Source: an optimization exercise on an open RTL-to-GDS flow (aim: small area). Production flows keep margins and buffers that such runs may drop. At most, simulation tests tie the RTL to the original design; equivalence was not proved. No driver is modelled on the clock port, so clocking that relies on it looks cheaper here than on a real chip. No activity file was given, so power comes from the tool's default toggle rates.

== before ==
## arm_fire_controller_core
module arm_fire_controller_core #(
    parameter int PHASE_BITS = afc_pkg::PHASE_BITS_DEF,
    parameter int LEVEL_BITS = afc_pkg::LEVEL_BITS_DEF
) (
    input  wire logic                            i_clk,
    input  wire logic                            i_rst_n,
    input  wire logic                            i_cfg_valid,
    output logic                                 o_cfg_ready,
    input  wire logic [afc_pkg::CFG_IDX_W-1:0]   i_cfg_index,
    input  wire logic [afc_pkg::CFG_DATA_W-1:0]  i_cfg_data,
    input  wire logic                            i_s_tvalid,
    output logic                                 o_s_tready,
    input  wire logic [afc_pkg::IN_DATA_W-1:0]   i_s_tdata,
    output logic                                 o_m_tvalid,
    input  wire logic                            i_m_tready,
    output logic [afc_pkg::OUT_DATA_W-1:0]       o_m_tdata,
    output logic                                 o_m_tlast
);
    logic [15:0] r_startup_ms;
    logic [15:0] r_firing_ms;
    logic [15:0] r_debounce_ms;
    logic [9:0]  r_blink_ms;
    logic [12:0] r_phase_step;
    logic [4:0]  cfg_we;
    logic [15:0] cfg_d0, cfg_d1;
    assign cfg_d0 = i_cfg_data & {16{i_rst_n}};      
    assign cfg_d1 = i_cfg_data | {16{!i_rst_n}};     
    always_comb begin
        for (int i = 0; i < 5; i++)
            cfg_we[i] = !i_rst_n || (i_cfg_valid && i_cfg_index == 3'(i));
    end
    function automatic logic [15:0] cfg_mix(input logic [15:0] rv);
        for (int b = 0; b < 16; b++) cfg_mix[b] = rv[b] ? cfg_d1[b] : cfg_d0[b];
    endfunction
    always_ff @(posedge i_clk) begin
        if (cfg_we[0]) r_startup_ms  <= cfg_mix(STARTUP_MS_RST);
        if (cfg_we[1]) r_firing_ms   <= cfg_mix(FIRING_MS_RST);
        if (cfg_we[2]) r_debounce_ms <= cfg_mix(DEBOUNCE_MS_RST);
        if (cfg_we[3]) r_blink_ms    <= cfg_mix({6'd0, BLINK_MS_RST}) & 16'h03FF;
        if (cfg_we[4]) r_phase_step  <= cfg_mix({3'd0, PHASE_STEP_RST}) & 16'h1FFF;
    end
    logic [1:0]  r_mode;
    logic [15:0] r_since;       
    logic [15:0] r_pt;          
    logic [9:0]  r_bt;
    logic        r_z;           
  ...
==> flow/config.mk <==
export PLATFORM = sky130hd
export DESIGN_NAME = arm_fire_controller_core
export DESIGN_NICKNAME = arm_fire_controller_core
export VERILOG_FILES = /design/flow/design.v
export SDC_FILE = /design/flow/constraint.sdc
export NUM_CORES = 4
export LEC_CHECK = 0
export ABC_AREA = 1
export CAP_MARGIN = 20
export CORE_MARGIN = 2
export CORE_UTILIZATION = 60
export SLEW_MARGIN = 20
export BUFFER_PORTS_ARGS = -buffer_cell sky130_fd_sc_hd__buf_1
export CTS_ARGS = -sink_clustering_enable -repair_clock_nets -root_buf sky130_fd_sc_hd__clkbuf_16 -buf_list sky130_fd_sc_hd__clkbuf_4 -dont_use_dummy_load
export POST_CTS_TCL = /design/flow/flow/post_cts.tcl
==> flow/constraint.sdc <==
create_clock -name core_clock -period 20.0 [get_ports {i_clk}]
set_input_delay 4.0000 -clock core_clock [delete_from_list [all_inputs] [get_ports {i_clk}]]
set_output_delay 4.0000 -clock core_clock [all_outputs]
set_load 0.01 [all_outputs]
standard.sh (not shown) runs the stock make flow with config.mk's settings and CLKGATE_MAP_FILE= SYNTH_SCRIPT=/design/flow/synth_recipe.tcl, a recipe that flattens the netlist after the stock synthesis.
==> flow/flow/run.sh <==
#!/bin/bash
# Own flow: the standard flow (standard.sh, unchanged synthesis) with
#  - buf_1 as the port buffer,
#  - a clock tree of clkbuf_4 leaves under a clkbuf_16 root, no dummy loads,
#  - after CTS, leaves that drive more than 9 sinks upsized to clkbuf_8
#    (flow/post_cts.tcl) to keep flip-flop clock slew low.
# All tool output: standard.log here, and ORFS's own logs under orfs/logs.
set -euo pipefail
cp standard.sh standard.sh.txt
cat >> config.mk <<EOT
export BUFFER_PORTS_ARGS = -buffer_cell sky130_fd_sc_hd__buf_1
export CTS_ARGS = -sink_clustering_enable -repair_clock_nets -root_buf sky130_fd_sc_hd__clkbuf_16 -buf_list sky130_fd_sc_hd__clkbuf_4 -dont_use_dummy_load
export POST_CTS_TCL = $PWD/flow/post_cts.tcl
EOT
bash standard.sh > standard.log 2>&1
==> flow/flow/post_cts.tcl <==
# Upsize clock leaf buffers with a large fanout, then legalize again.
set big [[ord::get_db] findMaster sky130_fd_sc_hd__clkbuf_8]
set n 0
foreach inst [[ord::get_db_block] getInsts] {
  if {[[$inst getMaster] getName] ne "sky130_fd_sc_hd__clkbuf_4"} { continue }
  set fo 0
  foreach it [$inst getITerms] {
    if {[$it isOutputSignal] && [$it getNet] ne "NULL"} {
      set fo [expr {[llength [[$it getNet] getITerms]] - 1}]
    }
  }
  if {$fo > 9} {
    $inst swapMaster $big
    incr n
  }
}
puts "post_cts: upsized $n clock leaf buffers to clkbuf_8"
if {$n > 0} {
  detailed_placement
  check_placement -verbose
  estimate_parasitics -placement
}
Changes in after relative to before:
-- flow/design.v --
<<< before, line 74
    end
    logic [1:0]  r_mode;
    logic [15:0] r_since;       
    logic [15:0] r_pt;          
>>> after, line 74
    end
    logic [1:0]  r_mode;
    logic        r_blink;
    logic [15:0] r_since;       
    logic [15:0] r_pt;          
<<< before, line 84
    logic        r_ov;
    logic [1:0]  r_w;           
    assign r_z = !r_ov && (r_w == 2'd3);
    logic sw, press;
    assign sw    = i_s_tdata[0];
>>> after, line 85
    logic        r_ov;
    logic [1:0]  r_w;           
    logic sw, press;
    assign sw    = i_s_tdata[0];
<<< before, line 139
    assign keep_arm  = armed && !sw && !fire_go;
    assign new_firing = fire_go || (r_mode == MODE_FIRING && !pdone);
    assign new_blink  = fire_go || (bdone ^ r_lvl[0]);
    assign clr_pt    = fire_go || (r_mode == MODE_READY) ||
                       (pdone && (r_mode == MODE_STARTUP || r_mode == MODE_FIRING));
>>> after, line 139
    assign keep_arm  = armed && !sw && !fire_go;
    assign new_firing = fire_go || (r_mode == MODE_FIRING && !pdone);
    assign new_blink  = fire_go || (bdone ^ r_blink);
    assign clr_pt    = fire_go || (r_mode == MODE_READY) ||
                       (pdone && (r_mode == MODE_STARTUP || r_mode == MODE_FIRING));
<<< before, line 236
            else                       r_cnt <= r_cnt + 6'd1;
        end
        if (p1) begin
            r_since <= {since_n, r_since[15:1]};
>>> after, line 236
            else                       r_cnt <= r_cnt + 6'd1;
        end
        if (!i_rst_n) begin
            r_z <= 1'b1;
        end else if (p1 && k == 4'd15) begin
            r_z <= 1'b0;
        end
        if (p1) begin
            r_since <= {since_n, r_since[15:1]};
<<< before, line 274
            r_acl <= acc_sum[4:1];
        end
        if (acc_init && armed) begin
            r_lvl <= neg ? tab_d[11:4] : 8'd0;
        end else if (run && ((armed && mult) || strm) && (armed || r_cnt[4])) begin
            r_lvl <= {(strm ? lvl_in : acc_sum[12]), acc_sum[11:5]};
        end
>>> after, line 279
            r_acl <= acc_sum[4:1];
        end
        if (acc_init) begin
            r_lvl <= neg ? tab_d[11:4] : 8'd0;
        end else if (run && (mult || strm)) begin
            r_lvl <= {(strm ? lvl_in : acc_sum[12]), acc_sum[11:5]};
        end
<<< before, line 288
            r_ov   <= 1'b0;
        end
        if (!i_rst_n) begin
            r_w     <= 2'd3;
        end else if (run && acc_cyc) begin
            r_w     <= w0;
        end else if (r_ov && i_m_tready && r_w == 2'd3) begin
            r_w     <= 2'd1;
        end else if (p1 && k == 4'd15) begin
            r_w     <= 2'd0;
        end
    end
>>> after, line 293
            r_ov   <= 1'b0;
        end
        if (run && acc_cyc) begin
            r_blink <= new_blink;
            r_w     <= w0;
        end else if (r_ov && i_m_tready && r_w == 2'd3) begin
            r_w     <= 2'd1;
        end
    end
## What came out
- Looking at non-clock buffer count in the final layout across after and before, the one that comes out lower is after.
- after vs. before: wire length now smaller; fmax now smaller; number of well-tap cells placed now smaller; multi-input logic cell count now smaller.
- before → after: final-layout worst hold slack shows an increase of 0.013 ns; number of global-route vias before repair shows a reduction of about 4.5%; worst supply voltage drop on vdd shows a reduction of about 20%.
- Where final area is concerned, before is outperformed by after.
- Summary of after over before: slack of the worst reg-to-reg path fell by 0.52 ns; power after layout now larger.
- The final layout from after, which completed every stage, passed the timing, design-rule and antenna checks at the end of the flow.
Only the layout flow was run in before; the RTL was not checked for function there.

## what the ideal ports hide
The results above use ideal ports. As a check the final layouts listed here were re-extracted and re-timed, cells and wires unchanged.
Step 1 assumes that a clkbuf_16 drives the clock port and a buf_2 every other input.
Step 2 moves the port delays by t, midway between the first and last clock arrival at a register: inputs arrive t later, outputs are due t later. That takes back most of the time a late clock gives input paths.
Three values: ideal ports, drivers, drivers and shift; two values: the first two.
run | t (ns) | setup slack, ns | hold WS [ns] | latest minus earliest clock arrival (ns) | slew at the worst register clock pin (ns)
before | 0.397 | 12.782 / 12.782 / 12.782 | 0.405 / 0.405 / 0.405 | 0.038 / 0.038 | 0.10 / 0.10
after | 0.402 | 12.259 / 12.259 / 12.259 | 0.418 / 0.418 / 0.418 | 0.024 / 0.024 | 0.09 / 0.09
After both steps setup and hold are still met in every run listed.
